This design comes from an exercise in tuning for small area, a short achievable clock period and few clock cycles on the open sky130 flow, not from production work.

## cpu_lite_top
module cpu_lite_top (
    input  wire        clk_i,
    input  wire        reset,
    input  wire        host_valid_i,
    input  wire [7:0]  host_byte_i,
    input  wire [4:0]  reg_sel_i,
    input  wire [1:0]  byte_sel_i,
    output wire [7:0]  value_o,
    output wire        is_positive_o,
    output wire        done_o
);
==> module alu, before the edit <==
module alu (
    input  wire        is_r_i,     
    input  wire        is_i_i,     
    input  wire [2:0]  f3_i,
    input  wire        f7z_i,      
    input  wire        f7s_i,      
    input  wire [4:0]  rd_i,
    input  wire [31:0] a_i,        
    input  wire [31:0] b_i,        
    output logic [31:0] result_o,
    output logic       writes_o    
);
    wire [2:0] f3 = f3_i;
    logic r_ok, i_ok;
    always_comb begin
        case (f3)
            3'b000:  r_ok = f7z_i | f7s_i;
            3'b001, 3'b010, 3'b100, 3'b110, 3'b111: r_ok = f7z_i;
            default: r_ok = 1'b0;
        endcase
        i_ok = (f3 == 3'b000) | (f3 == 3'b110) | (f3 == 3'b111);
    end
    assign writes_o = ((is_r_i & r_ok) | (is_i_i & i_ok)) & (rd_i != 5'd0);
    wire do_sub = ~is_i_i & (f7s_i | (f3 == 3'b010));
    wire arith  = (f3 == 3'b000);
    wire use_p  = (f3 == 3'b000) | (f3 == 3'b100) | (f3 == 3'b110);
    wire use_g  = f3[1] & f3[2];
    wire do_sll = (f3 == 3'b001);
    wire is_slt = (f3 == 3'b010);
    logic [31:0] p, g, carry, shn;
    for (genvar i = 0; i < 32; i++) begin : g_pg
        alu_pg u_pg (.a_i (a_i[i]), .b_i (b_i[i]), .sub_i (do_sub), .p_o (p[i]), .g_o (g[i]));
    end
    alu_carry u_carry (.p_i (p), .g_i (g), .cin_i (do_sub), .c_o (carry));
    logic [31:0] st [6];
    assign st[0] = a_i;
    for (genvar k = 0; k < 5; k++) begin : g_st
        for (genvar i = 0; i < 32; i++) begin : g_bit
            if (i >= (1 << k)) begin : g_mux
                sh_mux u_mux (.a_i (st[k][i]), .b_i (st[k][i - (1 << k)]), .s_i (b_i[k]),
                              .y_o (st[k + 1][i]));
            end else if (k % 2 == 0) begin : g_fill_t
                sh_fill_t u_fill (.a_i (st[k][i]), .s_i (b_i[k]), .y_o (st[k + 1][i]));
            end else begin : g_fill_n
                sh_fill_n u_fill (.a_i (st[k][i]), .s_i (b_i[k]), .y_o (st[k + 1][i]));
            end
        end
    end
    assign shn = st[5];
    wire lt = (a_i[31] ^ b_i[31]) ? a_i[31] : (p[31] ^ carry[31]);
    alu_res0 u_res0 (.p_i (p[0]), .g_i (g[0]), .c_i (carry[0]), .shn_i (shn[0]),
                     .set_i (is_slt & lt), .use_p_i (use_p), .use_g_i (use_g),
                     .arith_i (arith), .sll_i (do_sll), .r_o (result_o[0]));
    for (genvar i = 1; i < 32; i++) begin : g_res
        alu_res u_res (.p_i (p[i]), .g_i (g[i]), .c_i (carry[i]), .shn_i (shn[i]),
                       .use_p_i (use_p), .use_g_i (use_g), .arith_i (arith), .sll_i (do_sll),
                       .r_o (result_o[i]));
    end
endmodule
==> module alu_res, before the edit <==
module alu_res (
    input  wire p_i,
    input  wire g_i,
    input  wire c_i,
    input  wire shn_i,
    input  wire use_p_i,
    input  wire use_g_i,
    input  wire arith_i,
    input  wire sll_i,
    output wire r_o
);
    wire lg = (p_i & use_p_i) | (g_i & use_g_i);
    assign r_o = sll_i ? ~shn_i : (lg ^ (c_i & arith_i));
endmodule
==> module alu_res0, before the edit <==
module alu_res0 (
    input  wire p_i,
    input  wire g_i,
    input  wire c_i,
    input  wire shn_i,
    input  wire set_i,
    input  wire use_p_i,
    input  wire use_g_i,
    input  wire arith_i,
    input  wire sll_i,
    output wire r_o
);
    wire lg = (p_i & use_p_i) | (g_i & use_g_i);
    assign r_o = (sll_i ? ~shn_i : (lg ^ (c_i & arith_i))) | set_i;
endmodule
==> module reg_file, before the edit <==
module reg_file (
    input  wire        clk_i,
    input  wire        reset,
    input  wire [4:0]  addr_i,     
    output logic [31:0] rdata_o,   
    input  wire        wr_en_i,    
    input  wire        inv_en_i,   
    input  wire [3:0]  idx_i,
    input  wire [4:0]  wr_tag_i,
    input  wire [31:0] wr_data_i
);
    logic [15:0] valid_q;
    logic [4:0]  tag_q  [16];
    logic [31:0] data_q [16];
    logic [15:0] match;
    logic [15:0] sel;
    logic [15:0] keep;
    always_comb begin
        rdata_o = '0;
        for (int i = 0; i < 16; i++) begin
            sel[i]   = (idx_i == i[3:0]);
            match[i] = (tag_q[i] == addr_i);
            rdata_o  = rdata_o | (data_q[i] & {32{match[i]}});
        end
    end
    always_ff @(posedge clk_i or posedge reset) begin
        if (reset) begin
            valid_q <= '0;
        end else begin
            for (int i = 0; i < 16; i++) begin
                if (wr_en_i && sel[i])                 valid_q[i] <= 1'b1;
                else if (inv_en_i && !sel[i] && match[i]) valid_q[i] <= 1'b0;
            end
        end
    end
    always_comb begin
        for (int i = 0; i < 16; i++) keep[i] = valid_q[i] & ~(inv_en_i & ~sel[i] & match[i]);
    end
    for (genvar i = 0; i < 16; i++) begin : g_entry
        for (genvar j = 0; j < 5; j++) begin : g_tag
            rf_bit u_bit (
                .clk_i  (clk_i),
                .hold_i (keep[i]),
                .we_i   (wr_en_i & sel[i]),
                .d_i    (wr_tag_i[j]),
                .q_o    (tag_q[i][j])
            );
        end
        for (genvar j = 0; j < 32; j++) begin : g_data
            rf_bit u_bit (
                .clk_i  (clk_i),
                .hold_i (keep[i]),
                .we_i   (wr_en_i & sel[i]),
                .d_i    (wr_data_i[j]),
                .q_o    (data_q[i][j])
            );
        end
    end
endmodule
clock: 14.0 ns
lec_check: 0
cap_margin: 20
core_margin: 2
core_utilization: 50
cts_buf_list: sky130_fd_sc_hd__clkbuf_8
cts_cluster_diameter: 60
cts_cluster_size: 16
place_density: 0.6
setup_slack_margin: 5
slew_margin: 20
synth_hierarchical: 1
standard.sh (not shown) runs the stock make flow with config.mk's settings and CLKGATE_MAP_FILE= SYNTH_SCRIPT=/design/flow/synth_recipe.tcl, a recipe that flattens the netlist after the stock synthesis.
==> flow/flow/run.sh <==
#!/bin/bash
# Standard layout, with fast buffers on the ports.
set -euo pipefail
bash standard.sh "BUFFER_PORTS_ARGS=-buffer_cell sky130_fd_sc_hd__buf_4" finish > standard_make.log 2>&1
Then changed:
--- a/flow/design.v
+++ b/flow/design.v
@@ -50,9 +50,7 @@
     assign shn = st[5];
     wire lt = (a_i[31] ^ b_i[31]) ? a_i[31] : (p[31] ^ carry[31]);
-    alu_res0 u_res0 (.p_i (p[0]), .g_i (g[0]), .c_i (carry[0]), .shn_i (shn[0]),
-                     .set_i (is_slt & lt), .use_p_i (use_p), .use_g_i (use_g),
-                     .arith_i (arith), .sll_i (do_sll), .r_o (result_o[0]));
-    for (genvar i = 1; i < 32; i++) begin : g_res
+    for (genvar i = 0; i < 32; i++) begin : g_res
         alu_res u_res (.p_i (p[i]), .g_i (g[i]), .c_i (carry[i]), .shn_i (shn[i]),
+                       .set_i (i == 0 ? (is_slt & lt) : 1'b0),
                        .use_p_i (use_p), .use_g_i (use_g), .arith_i (arith), .sll_i (do_sll),
                        .r_o (result_o[i]));
@@ -123,18 +121,4 @@
     input  wire c_i,
     input  wire shn_i,
-    input  wire use_p_i,
-    input  wire use_g_i,
-    input  wire arith_i,
-    input  wire sll_i,
-    output wire r_o
-);
-    wire lg = (p_i & use_p_i) | (g_i & use_g_i);
-    assign r_o = sll_i ? ~shn_i : (lg ^ (c_i & arith_i));
-endmodule
-module alu_res0 (
-    input  wire p_i,
-    input  wire g_i,
-    input  wire c_i,
-    input  wire shn_i,
     input  wire set_i,
     input  wire use_p_i,
@@ -165,10 +149,9 @@
     logic [15:0] match;
     logic [15:0] sel;
-    logic [15:0] keep;
     always_comb begin
         rdata_o = '0;
         for (int i = 0; i < 16; i++) begin
             sel[i]   = (idx_i == i[3:0]);
-            match[i] = (tag_q[i] == addr_i);
+            match[i] = valid_q[i] & (tag_q[i] == addr_i);
             rdata_o  = rdata_o | (data_q[i] & {32{match[i]}});
         end
@@ -184,12 +167,9 @@
         end
     end
-    always_comb begin
-        for (int i = 0; i < 16; i++) keep[i] = valid_q[i] & ~(inv_en_i & ~sel[i] & match[i]);
-    end
     for (genvar i = 0; i < 16; i++) begin : g_entry
         for (genvar j = 0; j < 5; j++) begin : g_tag
             rf_bit u_bit (
                 .clk_i  (clk_i),
-                .hold_i (keep[i]),
+                .hold_i (valid_q[i]),
                 .we_i   (wr_en_i & sel[i]),
                 .d_i    (wr_tag_i[j]),
@@ -200,5 +180,5 @@
             rf_bit u_bit (
                 .clk_i  (clk_i),
-                .hold_i (keep[i]),
+                .hold_i (valid_q[i]),
                 .we_i   (wr_en_i & sel[i]),
                 .d_i    (wr_data_i[j]),
After rerunning: Clock-buffer cell count increases by 1. Design area decreases by about 0.6%. Die area decreases by 1.4%. Maximum frequency is about the same. Wire length increases by about 2.2%. Cell count decreases by about 0.34%. Non-clock buffer count decreases by 6.
No functional check of the RTL was part of any run of this note.

==> afterwards: timing with drivers on the ports <==
The results above use ideal ports. As a check the final layouts listed here were re-extracted and re-timed, cells and wires unchanged.
Step 1 assumes that a clkbuf_16 drives the clock port and a buf_2 every other input.
Step 2, shift: input delay + t, output delay - t, t = (earliest + latest rising clock arrival at the registers) / 2. This alone moves slack from input paths to output paths.
Three values: ideal, step 1, step 2; two values: the first two.
run	t, ns	setup WS [ns]	worst setup path at the end	latest minus earliest clock arrival (ns)
the first run	0.752	5.091 / 5.070 / 4.657	input to register	0.044 / 0.045
the second run	0.753	5.081 / 5.056 / 4.585	input to register	0.039 / 0.038
After both steps every run listed still meets setup and hold. The setup slack of the second run, which loses most, moves by -0.025 ns with the drivers and by -0.496 ns with both steps.
